Background: an optimization exercise with open tools, aiming at small area, a short achievable clock period and few clock cycles per item. Do not read the settings as production practice. Function not checked in this run: the RTL went through the layout flow alone. Power figures rest on the tool's default switching activity, not on a simulated workload.

==> design/flow/design.v <==
package conv_pkg;
    localparam int RES_DEPTH = 16;
    localparam logic [1:0] ADR_OPERAND = 2'd0;
    localparam logic [1:0] ADR_RESULT  = 2'd1;
    localparam logic [1:0] ADR_STATUS  = 2'd2;
    localparam logic [1:0] ADR_CLEAR   = 2'd3;
    typedef struct packed {
        logic signed [15:0] psum;
        logic signed [7:0]  fltr;
        logic signed [7:0]  ifmap;
    } operand_t;
endpackage
module conv_mac_cs
(
    input  logic [7:0]  f,
    input  logic [7:0]  x,
    input  logic [15:0] psum,
    output logic [15:0] row_a,
    output logic [15:0] row_b
);
    logic [8:0] fb;
    logic [8:0] x9;
    logic [3:0] one;
    logic [3:0] two;
    logic [3:0] neg;
    logic c2;
    logic c4;
    logic c6;
    logic c8;
    logic c10;
    logic c12;
    logic c14;
    logic c16;
    logic c18;
    logic c20;
    logic c22;
    logic c24;
    logic c26;
    logic c28;
    logic c30;
    logic c32;
    logic c34;
    logic c36;
    logic c38;
    logic c40;
    logic c42;
    logic c44;
    logic c46;
    logic c48;
    logic c50;
    logic c52;
    logic c54;
    logic c56;
    logic c58;
    logic c60;
    logic c62;
    logic c64;
    logic c66;
    logic c68;
    logic c70;
    logic c72;
    logic c74;
    logic c76;
    logic c78;
    logic pp0_0;
    logic pp0_1;
    logic pp0_2;
    logic pp0_3;
    logic pp0_4;
    logic pp0_5;
    logic pp0_6;
    logic pp0_7;
    logic pp0_8;
    logic pp1_0;
    logic pp1_1;
    logic pp1_2;
    logic pp1_3;
    logic pp1_4;
    logic pp1_5;
    logic pp1_6;
    logic pp1_7;
    logic pp1_8;
    logic pp2_0;
    logic pp2_1;
    logic pp2_2;
    logic pp2_3;
    logic pp2_4;
    logic pp2_5;
    logic pp2_6;
    logic pp2_7;
    logic pp2_8;
    logic pp3_0;
    logic pp3_1;
    logic pp3_2;
    logic pp3_3;
    logic pp3_4;
    logic pp3_5;
    logic pp3_6;
    logic pp3_7;
    logic pp3_8;
    logic s1;
    logic s3;
    logic s5;
    logic s7;
    logic s9;
    logic s11;
    logic s13;
    logic s15;
    logic s17;
    logic s19;
    logic s21;
    logic s23;
    logic s25;
    logic s27;
    logic s29;
    logic s31;
    logic s33;
    logic s35;
    logic s37;
    logic s39;
    logic s41;
    logic s43;
    logic s45;
    logic s47;
    logic s49;
    logic s51;
    logic s53;
    logic s55;
    logic s57;
    logic s59;
    logic s61;
    logic s63;
    logic s65;
    logic s67;
    logic s69;
    logic s71;
    logic s73;
    logic s75;
    logic s77;
    logic s79;
    assign fb = {f, 1'b0};
    assign x9 = {x[7], x};
    always_comb begin
        for (int i = 0; i < 4; i++) begin
            one[i] = fb[2*i+1] ^ fb[2*i];
            two[i] = (fb[2*i+2] & !fb[2*i+1] & !fb[2*i]) | (!fb[2*i+2] & fb[2*i+1] & fb[2*i]);
            neg[i] = fb[2*i+2];
        end
    end
    assign pp0_0 = (((one[0] & x9[0]) | (two[0] & 1'b0)) ^ neg[0]);
    assign pp0_1 = (((one[0] & x9[1]) | (two[0] & x9[0])) ^ neg[0]);
    assign pp0_2 = (((one[0] & x9[2]) | (two[0] & x9[1])) ^ neg[0]);
    assign pp0_3 = (((one[0] & x9[3]) | (two[0] & x9[2])) ^ neg[0]);
    assign pp0_4 = (((one[0] & x9[4]) | (two[0] & x9[3])) ^ neg[0]);
    assign pp0_5 = (((one[0] & x9[5]) | (two[0] & x9[4])) ^ neg[0]);
    assign pp0_6 = (((one[0] & x9[6]) | (two[0] & x9[5])) ^ neg[0]);
    assign pp0_7 = (((one[0] & x9[7]) | (two[0] & x9[6])) ^ neg[0]);
    assign pp0_8 = ~(((one[0] & x9[8]) | (two[0] & x9[7])) ^ neg[0]);
    assign pp1_0 = (((one[1] & x9[0]) | (two[1] & 1'b0)) ^ neg[1]);
    assign pp1_1 = (((one[1] & x9[1]) | (two[1] & x9[0])) ^ neg[1]);
    assign pp1_2 = (((one[1] & x9[2]) | (two[1] & x9[1])) ^ neg[1]);
    assign pp1_3 = (((one[1] & x9[3]) | (two[1] & x9[2])) ^ neg[1]);
    assign pp1_4 = (((one[1] & x9[4]) | (two[1] & x9[3])) ^ neg[1]);
    assign pp1_5 = (((one[1] & x9[5]) | (two[1] & x9[4])) ^ neg[1]);
    assign pp1_6 = (((one[1] & x9[6]) | (two[1] & x9[5])) ^ neg[1]);
    assign pp1_7 = (((one[1] & x9[7]) | (two[1] & x9[6])) ^ neg[1]);
    assign pp1_8 = ~(((one[1] & x9[8]) | (two[1] & x9[7])) ^ neg[1]);
    assign pp2_0 = (((one[2] & x9[0]) | (two[2] & 1'b0)) ^ neg[2]);
    assign pp2_1 = (((one[2] & x9[1]) | (two[2] & x9[0])) ^ neg[2]);
    assign pp2_2 = (((one[2] & x9[2]) | (two[2] & x9[1])) ^ neg[2]);
    assign pp2_3 = (((one[2] & x9[3]) | (two[2] & x9[2])) ^ neg[2]);
    assign pp2_4 = (((one[2] & x9[4]) | (two[2] & x9[3])) ^ neg[2]);
    assign pp2_5 = (((one[2] & x9[5]) | (two[2] & x9[4])) ^ neg[2]);
    assign pp2_6 = (((one[2] & x9[6]) | (two[2] & x9[5])) ^ neg[2]);
    assign pp2_7 = (((one[2] & x9[7]) | (two[2] & x9[6])) ^ neg[2]);
    assign pp2_8 = ~(((one[2] & x9[8]) | (two[2] & x9[7])) ^ neg[2]);
    assign pp3_0 = (((one[3] & x9[0]) | (two[3] & 1'b0)) ^ neg[3]);
    assign pp3_1 = (((one[3] & x9[1]) | (two[3] & x9[0])) ^ neg[3]);
    assign pp3_2 = (((one[3] & x9[2]) | (two[3] & x9[1])) ^ neg[3]);
    assign pp3_3 = (((one[3] & x9[3]) | (two[3] & x9[2])) ^ neg[3]);
    assign pp3_4 = (((one[3] & x9[4]) | (two[3] & x9[3])) ^ neg[3]);
    assign pp3_5 = (((one[3] & x9[5]) | (two[3] & x9[4])) ^ neg[3]);
    assign pp3_6 = (((one[3] & x9[6]) | (two[3] & x9[5])) ^ neg[3]);
    assign pp3_7 = (((one[3] & x9[7]) | (two[3] & x9[6])) ^ neg[3]);
    assign pp3_8 = ~(((one[3] & x9[8]) | (two[3] & x9[7])) ^ neg[3]);
    assign s1 = pp0_4 ^ pp1_2;
    assign c2 = pp0_4 & pp1_2;
    assign s3 = pp0_5 ^ pp1_3;
    assign c4 = pp0_5 & pp1_3;
    assign s5 = pp0_6 ^ pp1_4 ^ pp2_2;
    assign c6 = (pp0_6 & pp1_4) | (pp0_6 & pp2_2) | (pp1_4 & pp2_2);
    assign s7 = pp3_0 ^ neg[3];
    assign c8 = pp3_0 & neg[3];
    assign s9 = pp0_7 ^ pp1_5 ^ pp2_3;
    assign c10 = (pp0_7 & pp1_5) | (pp0_7 & pp2_3) | (pp1_5 & pp2_3);
    assign s11 = pp3_1 ^ psum[7];
    assign c12 = pp3_1 & psum[7];
    assign s13 = pp0_8 ^ pp1_6 ^ pp2_4;
    assign c14 = (pp0_8 & pp1_6) | (pp0_8 & pp2_4) | (pp1_6 & pp2_4);
    assign s15 = pp3_2 ^ psum[8] ^ 1'b1;
    assign c16 = (pp3_2 & psum[8]) | (pp3_2 & 1'b1) | (psum[8] & 1'b1);
    assign s17 = pp1_7 ^ pp2_5 ^ pp3_3;
    assign c18 = (pp1_7 & pp2_5) | (pp1_7 & pp3_3) | (pp2_5 & pp3_3);
    assign s19 = psum[9] ^ 1'b1;
    assign c20 = psum[9] & 1'b1;
    assign s21 = pp1_8 ^ pp2_6 ^ pp3_4;
    assign c22 = (pp1_8 & pp2_6) | (pp1_8 & pp3_4) | (pp2_6 & pp3_4);
    assign s23 = pp2_7 ^ pp3_5;
    assign c24 = pp2_7 & pp3_5;
    assign s25 = pp0_2 ^ pp1_0;
    assign c26 = pp0_2 & pp1_0;
    assign s27 = pp0_3 ^ pp1_1;
    assign c28 = pp0_3 & pp1_1;
    assign s29 = s1 ^ pp2_0 ^ neg[2];
    assign c30 = (s1 & pp2_0) | (s1 & neg[2]) | (pp2_0 & neg[2]);
    assign s31 = c2 ^ s3 ^ pp2_1;
    assign c32 = (c2 & s3) | (c2 & pp2_1) | (s3 & pp2_1);
    assign s33 = c4 ^ s5 ^ s7;
    assign c34 = (c4 & s5) | (c4 & s7) | (s5 & s7);
    assign s35 = c6 ^ c8 ^ s9;
    assign c36 = (c6 & c8) | (c6 & s9) | (c8 & s9);
    assign s37 = c10 ^ c12 ^ s13;
    assign c38 = (c10 & c12) | (c10 & s13) | (c12 & s13);
    assign s39 = c14 ^ c16 ^ s17;
    assign c40 = (c14 & c16) | (c14 & s17) | (c16 & s17);
    assign s41 = c18 ^ c20 ^ s21;
    assign c42 = (c18 & c20) | (c18 & s21) | (c20 & s21);
    assign s43 = c22 ^ s23 ^ psum[11];
    assign c44 = (c22 & s23) | (c22 & psum[11]) | (s23 & psum[11]);
    assign s45 = c24 ^ pp2_8 ^ pp3_6;
    assign c46 = (c24 & pp2_8) | (c24 & pp3_6) | (pp2_8 & pp3_6);
    assign s47 = pp3_7 ^ psum[13];
    assign c48 = pp3_7 & psum[13];
    assign s49 = pp0_0 ^ neg[0];
    assign c50 = pp0_0 & neg[0];
    assign s51 = pp0_1 ^ psum[1];
    assign c52 = pp0_1 & psum[1];
    assign s53 = s25 ^ neg[1] ^ psum[2];
    assign c54 = (s25 & neg[1]) | (s25 & psum[2]) | (neg[1] & psum[2]);
    assign s55 = c26 ^ s27 ^ psum[3];
    assign c56 = (c26 & s27) | (c26 & psum[3]) | (s27 & psum[3]);
    assign s57 = c28 ^ s29 ^ psum[4];
    assign c58 = (c28 & s29) | (c28 & psum[4]) | (s29 & psum[4]);
    assign s59 = c30 ^ s31 ^ psum[5];
    assign c60 = (c30 & s31) | (c30 & psum[5]) | (s31 & psum[5]);
    assign s61 = c32 ^ s33 ^ psum[6];
    assign c62 = (c32 & s33) | (c32 & psum[6]) | (s33 & psum[6]);
    assign s63 = c34 ^ s35 ^ s11;
    assign c64 = (c34 & s35) | (c34 & s11) | (s35 & s11);
    assign s65 = c36 ^ s37 ^ s15;
    assign c66 = (c36 & s37) | (c36 & s15) | (s37 & s15);
    assign s67 = c38 ^ s39 ^ s19;
    assign c68 = (c38 & s39) | (c38 & s19) | (s39 & s19);
    assign s69 = c40 ^ s41 ^ psum[10];
    assign c70 = (c40 & s41) | (c40 & psum[10]) | (s41 & psum[10]);
    assign s71 = c42 ^ s43 ^ 1'b1;
    assign c72 = (c42 & s43) | (c42 & 1'b1) | (s43 & 1'b1);
    assign s73 = c44 ^ s45 ^ psum[12];
    assign c74 = (c44 & s45) | (c44 & psum[12]) | (s45 & psum[12]);
    assign s75 = c46 ^ s47 ^ 1'b1;
    assign c76 = (c46 & s47) | (c46 & 1'b1) | (s47 & 1'b1);
    assign s77 = c48 ^ pp3_8 ^ psum[14];
    assign c78 = (c48 & pp3_8) | (c48 & psum[14]) | (pp3_8 & psum[14]);
    assign s79 = psum[15] ^ 1'b1;
    assign row_a = {c78, c76, c74, c72, c70, c68, c66, c64, c62, c60, c58, c56, c54, c52, c50, s49};
    assign row_b = {s79, s77, s75, s73, s71, s69, s67, s65, s63, s61, s59, s57, s55, s53, s51, psum[0]};
endmodule
module conv_rd_bit #(
    parameter bit HAS_ST = 1'b0
)
(
    input  logic [1:0] adr,
    input  logic       head_v,
    input  logic       res,
    input  logic       st,
    output logic       dat
);
    if (HAS_ST) begin : g_st
        assign dat = (adr[0] && !adr[1] && head_v && res) || (adr[1] && !adr[0] && st);
    end else begin : g_res
        assign dat = adr[0] && !adr[1] && head_v && res;
    end
endmodule
module conv_acc
(
    input  logic        clk,
    input  logic        arst_n,
    input  logic        wb_cyc,
    input  logic        wb_stb,
    input  logic        wb_we,
    input  logic [1:0]  wb_adr,
    input  logic [31:0] wb_dat_i,
    output logic        wb_ack,
    output logic [31:0] wb_dat_o
);
    localparam int DEPTH = conv_pkg::RES_DEPTH - 1;
    logic               req;
    logic               wr_operand;
    logic               rd_result;
    logic               wr_clear;
    logic               accept;
    logic               pop;
    logic               full;
    conv_pkg::operand_t op;
    logic [15:0]        cs_a;
    logic [15:0]        cs_b;
    logic               stage_v;
    logic [15:0]        st_a;
    logic [15:0]        st_b;
    logic [15:0]        mac;
    logic               head_v;
    logic [15:0]        head;
    logic [15:0]        mem [DEPTH];
    logic [4:0]         nrsel;
    logic [4:0]         rsel;
    logic               more;
    logic               shift;
    logic               take;
    logic               head_en;
    logic [15:0]        head_d;
    logic               overflow;
    logic               underflow;
    logic               busy;
    logic [3:0]         status;
    assign req        = wb_cyc && wb_stb;
    assign wb_ack     = req;
    assign wr_operand = req &&  wb_we && !wb_adr[1] && !wb_adr[0];
    assign rd_result  = req && !wb_we && !wb_adr[1] &&  wb_adr[0];
    assign wr_clear   = req &&  wb_we &&  wb_adr[1] &&  wb_adr[0];
    assign rsel   = ~nrsel;
    assign more   = !rsel[4];
    assign full   = head_v && ((rsel == 5'd14) || (stage_v && (rsel == 5'd13)));
    assign accept = wr_operand && !full;
    assign pop    = rd_result && head_v;
    assign shift   = stage_v && head_v && (more || !pop);
    assign take    = pop && more;
    assign head_en = take || (stage_v && (!head_v || pop));
    assign head_d  = take ? mem[rsel[3:0]] : mac;
    always_ff @(posedge clk or negedge arst_n) begin
        if (!arst_n) begin
            stage_v   <= 1'b0;
            head_v    <= 1'b0;
            nrsel     <= '0;
            overflow  <= 1'b0;
            underflow <= 1'b0;
        end else begin
            stage_v <= accept;
            if (pop && !more && !stage_v) begin
                head_v <= 1'b0;
            end else if (stage_v) begin
                head_v <= 1'b1;
            end
            case ({shift, take})
                2'b10:   nrsel <= nrsel - 1'b1;
                2'b01:   nrsel <= nrsel + 1'b1;
                default: nrsel <= nrsel;
            endcase
            if (wr_clear) begin
                overflow  <= 1'b0;
                underflow <= 1'b0;
            end else begin
                if (wr_operand && full)   overflow  <= 1'b1;
                if (rd_result && !head_v) underflow <= 1'b1;
            end
        end
    end
    assign op = conv_pkg::operand_t'(wb_dat_i);
    conv_mac_cs u_mac (
        .f     (op.fltr),
        .x     (op.ifmap),
        .psum  (op.psum),
        .row_a (cs_a),
        .row_b (cs_b)
    );
    always_ff @(posedge clk) begin
        st_a <= cs_a;
        st_b <= cs_b;
    end
    assign mac = st_a + st_b;
    always_ff @(posedge clk) begin
        if (head_en) begin
            head <= head_d;
        end
    end
    always_ff @(posedge clk) begin
        if (shift) begin
            mem[0] <= mac;
            for (int i = 1; i < DEPTH; i++) begin
                mem[i] <= mem[i-1];
            end
        end
    end
    assign busy   = head_v || stage_v;
    assign status = {busy, !busy, underflow, overflow};
    for (genvar b = 0; b < 16; b++) begin : g_rd
        conv_rd_bit #(.HAS_ST(b < 4)) u_rd (
            .adr    (wb_adr),
            .head_v (head_v),
            .res    (head[b]),
            .st     ((b < 4) ? status[b % 4] : 1'b0),
            .dat    (wb_dat_o[b])
        );
    end
    assign wb_dat_o[31:16] = '0;
endmodule
==> design/flow/run.sh <==
#!/bin/bash
# synth_recipe.tcl (not shown) runs the flow's synth.tcl, then flattens the netlist and writes it again
# the make line also repeats each setting of config.mk as NAME=value (left out here)
make -C /OpenROAD-flow-scripts/flow DESIGN_CONFIG=/design/flow/config.mk WORK_HOME=/design/flow/orfs CLKGATE_MAP_FILE= SYNTH_SCRIPT=/design/flow/synth_recipe.tcl finish
==> design/flow/config.mk <==
export PLATFORM = sky130hd
export DESIGN_NAME = conv_acc
export DESIGN_NICKNAME = conv_acc
export VERILOG_FILES = /design/flow/design.v
export SDC_FILE = /design/flow/constraint.sdc
export NUM_CORES = 4
export LEC_CHECK = 0
export CAP_MARGIN = 20
export CORE_MARGIN = 2
export CORE_UTILIZATION = 60
export CTS_BUF_LIST = sky130_fd_sc_hd__clkbuf_16
export CTS_CLUSTER_DIAMETER = 120
export CTS_CLUSTER_SIZE = 30
export SETUP_SLACK_MARGIN = 3.8
export SLEW_MARGIN = 20
export SYNTH_HIERARCHICAL = 1
export TNS_END_PERCENT = 100
==> design/flow/constraint.sdc <==
create_clock -name core_clock -period 7.0 [get_ports {clk}]
set_input_delay 1.4000 -clock core_clock [delete_from_list [all_inputs] [get_ports {clk}]]
set_output_delay 1.4000 -clock core_clock [all_outputs]
set_load 0.01 [all_outputs]
==> impl_results.md <==
* DR pass1 iterations at 7
* Skew final at 0.0252 ns
* Post-synth EDFFs at about 260
* Hold path startpoint: mem[0][14]$_DFFE_PP_
* All-Layer GR Usage at 0.264
* Worst Path Required at approximately 5.6 ns
* Core area at roughly 23,000 sq um
* Global-route wire length before repair at between 40,000 and 50,000 um
* I/O pins at 72
* Status: timing/DRC/antenna clean
* Chip width at ~160 um
* Reg-to-Reg End: head[13]$_DFFE_PP_
* Slowest cell on the critical path: nand4b_1
* Count of final setup violators at 0
* Pwr/cell area at between 300 and 400 nW/um^2
* Crit path buffers/inverters at 3
* TritonCTS Sinks at about 300
* Clock latency (worst-skew pair) at roughly 0.5 ns
* Area Growth Syn to Fin at 12.3%
* Flop-to-flop setup slack at between 3 and 4 ns
* Critical path arrival at 2.14 ns
* Drt drc at 0
* Final Cell Area at about 16,000 sq um
* Synth Cell Area at around 14,000 sq um
* GRT overflow at 0
* Pleak at 5.80 nW
* CTS tree: done
* Worst-Margin Slew at roughly 1.1 ns
* Critical path type: input pin to primary output
* Vias after detailed routing at 9,182
* Period utilization at 0.506
* RSZ-0062 raised after global routing: yes
* PortBufs at 55
* Gp weighted congestion at between 0.8 and 0.9
* Layout fillers at approximately 1,700
* Clk pin slew, worst setup/hold paths at approximately 0.12 ns
* Max Slew Vio Count at 0
* WP depth at 5
* Root buf cell: clkbuf_16
* Die area at approximately 25,000 sq um
* DRT Wirelength at 33,100 um
* Sequential fraction of the synthesis area at 0.601
* Critical path origin: wb_adr[1]
* Placed inst area at 14,800 sq um
* Most frequent cells in the layout: edfxtp_1 (256), inv_1 (73), nand2_1 (56)
* Syn Area/Cell at approximately 13 sq um
* Cell row count at 56
* Slew headroom at 0.272
* Routed vias/inst at about 6.3
* Worst reg2reg path startpoint: nrsel[1]$_DFFE_PN0P_
* CP peak stage delay at 0.19 ns
* Hold WC Path Type: flip-flop to flip-flop
* Syn. warnings at 9
* Primary FF master, synth: edfxtp_1
* Iteration-0 DRC Markers at roughly 1,100
* Crit path cell chain: buf_12 > buf_8 > nand4b_1 > o21ai_2 > buf_2
* Max-Cap Viols at 0
* Initial Util at 0.608
* Async SR Flop Fraction at 0.0303
* Leading cell type in the layout, fill and taps excluded: edfxtp_1
* Cells after Synth at approximately 1,100
* Crit path max fanout at 8
* Yosys cell types at a little under 80
* Vias in the first global route at between 8,000 and 9,000
* Max Fclk at between 200 and 300 MHz
* Clock Path Buffers at 3
* Post-route setup TNS at 0 ns
* CP endpoint kind: primary output
* Share of cells above drive strength 1 at 0.177
* Final #Nets at between 1,000 and 1,500
* CTS Buf Count at 13
* Largest net degree at the start of global routing at ~110
* Die Height at around 160 um
* Per-cell routed wire length at roughly 23 um
* Startpoint types: input pin
* Reg2reg path depth at 8
* Peak VDD IR at 0.224 mV
* Initial antenna violation count at 1
* H-Tree Depth at 1
* FF+latch area at 8550 sq um
* Post-layout minimum cycle time at around 3.5 ns
* Yosys reg bits at ~300
* Multi-input logic area at about 5000 sq um
* Top Family by Delay on Critical Path: buffers and inverters
* Final Hold Fails at 0
* DP Wirelength at 20,600 um
* Routed Antenna Nets at 0
* CP endpoint: wb_dat_o[1]
==> Yosys stat by module (local to each module, per instance), excerpt <==
| module | flip-flops and latches | area, sq um | copies in the design | cells inside |
|---|---|---|---|---|
| conv_acc | 297 | 11700 | 1 | 764 |
| conv_mac_cs | 0 | 2290 | 1 | 299 |
==> registers in the layout, summed over array words and instances (netlist names) <==
signal,cells
head_v,1
stage_v,1
overflow,1
nrsel,5
mem,240
st_a,16
underflow,1
head,16
st_b,16
==> area by class of cell <==
| type | instances | share of cell area |
|---|---|---|
| sequential | 297 | 0.536 |
| clock inverter | 9 | 0.00251 |
| multi-input combinational | 617 | 0.315 |
| tap | 319 | 0.0250 |
| timing repair buffer | 116 | 0.0831 |
| inverter | 76 | 0.0185 |
| antenna | 1 | 0.000157 |
| timing repair inverter | 1 | 0.000313 |
| clock buffer | 13 | 0.0204 |
==> metrics by stage <==
stage	hold WS, ns	cells	total power, mW	util	setup slack (ns)
after CTS	0.448	1441	5.11	0.674	3.48
final	0.453	1449	5.15	0.682	3.46
after global routing	0.461	1448	5.42	0.682	3.42
after global placement	0.424	1381	4.18	0.632	1.84
after detailed placement	0.427	1381	4.20	0.632	1.84
after floorplan	0.418	1102	3.72	-	0.968
==> worst min-delay path by stage <==
stage,to,slack [ns],depth (start not counted)
floorplan,mem[11][13]$_DFFE_PP_,0.42,0
global placement,mem[1][11]$_DFFE_PP_,0.42,0
detailed placement,mem[1][11]$_DFFE_PP_,0.43,0
CTS,mem[14][11]$_DFFE_PP_,0.45,0
global route,mem[12][9]$_DFFE_PP_,0.46,0
finish,mem[1][14]$_DFFE_PP_,0.45,0
==> logic make-up after synthesis <==
logic type,count (synthesis),share of synthesized area
xor+xnor,32,0.0202
fa+ha+maj,62,0.0676
compound gates,285,0.146
simple gates,210,0.0847
other cells,1,0.000264
buf+inv,189,0.0703
mux,11,0.00941
flops,297,0.601
==> cells in the mapped netlist (all sizes together), types with 9 or more instances <==
master / instances / area share
nor3: 12 / 0.0054
o211ai: 12 / 0.0063
a222oi: 20 / 0.014
a221oi: 13 / 0.0084
a31oi: 14 / 0.0072
dfrtp: 9 / 0.016
xnor2: 14 / 0.0086
nand4: 10 / 0.0044
fa: 26 / 0.037
ha: 32 / 0.028
nand3: 27 / 0.0095
nand2: 56 / 0.015
dfxtp: 32 / 0.045
nor2: 25 / 0.0066
buf: 89 / 0.044
a21oi: 35 / 0.012
clkbuf: 24 / 0.0063
xor2: 18 / 0.012
nand2b: 9 / 0.0040
a22oi: 40 / 0.021
inv: 76 / 0.020
a22o: 12 / 0.0074
o22ai: 11 / 0.0048
edfxtp: 256 / 0.54
a21o: 23 / 0.012
and4b: 14 / 0.0099
o21ai: 49 / 0.017
==> where the power goes <==
part           total, mW  internal (mW)  leakage (nW)  switching [mW]
Combinational       2.10          0.809          2.91            1.29
Clock              0.870          0.348         0.206           0.522
Sequential          2.18           2.12          2.69          0.0648
==> per-layer routing <==
metal  GRT usage  part of all wire  up-vias
met5           0                 0        -
met4      0.0721             0.024        0
met3      0.0383             0.071       57
met2       0.438              0.49      386
met1       0.367              0.42     4587
li1            -                 -     4152
==> repair_timing <==
| item | in CTS | in global routing |
|---|---|---|
| setup endpoints to repair | 314 | 267 |
| pin swaps | 33 | 29 |
| cloned | 12 | 2 |
| gates resized for setup | 242 | 41 |
| hold buffers | 0 | 0 |
| setup buffers | 26 | 5 |

static timing again, ports no longer ideal:
In the flow no input, the clock included, has a driving cell. The finished layout below was timed again as built, in two steps.
Step 1 assumes that a clkbuf_16 drives the clock port and a buf_2 every other input.
Step 2 adds t to the input delays and takes it off the output delays; t is the mean of the earliest and latest rising clock arrival at the registers after step 1. Input paths then give back, and output paths get back, about the clock's delay inside the block.
Three values: no drivers, after step 1, after step 2; two values: the first two.
t (ns): 0.544
slack for setup (ns): 3.459 / 3.365 / 2.917
worst setup path after step 2: input to register
worst data-port slew with drivers (ns): 0.16
After both steps this run still meets setup and hold. For this run, drivers alone change the setup slack by -0.094 ns; drivers and shift together by -0.542 ns.
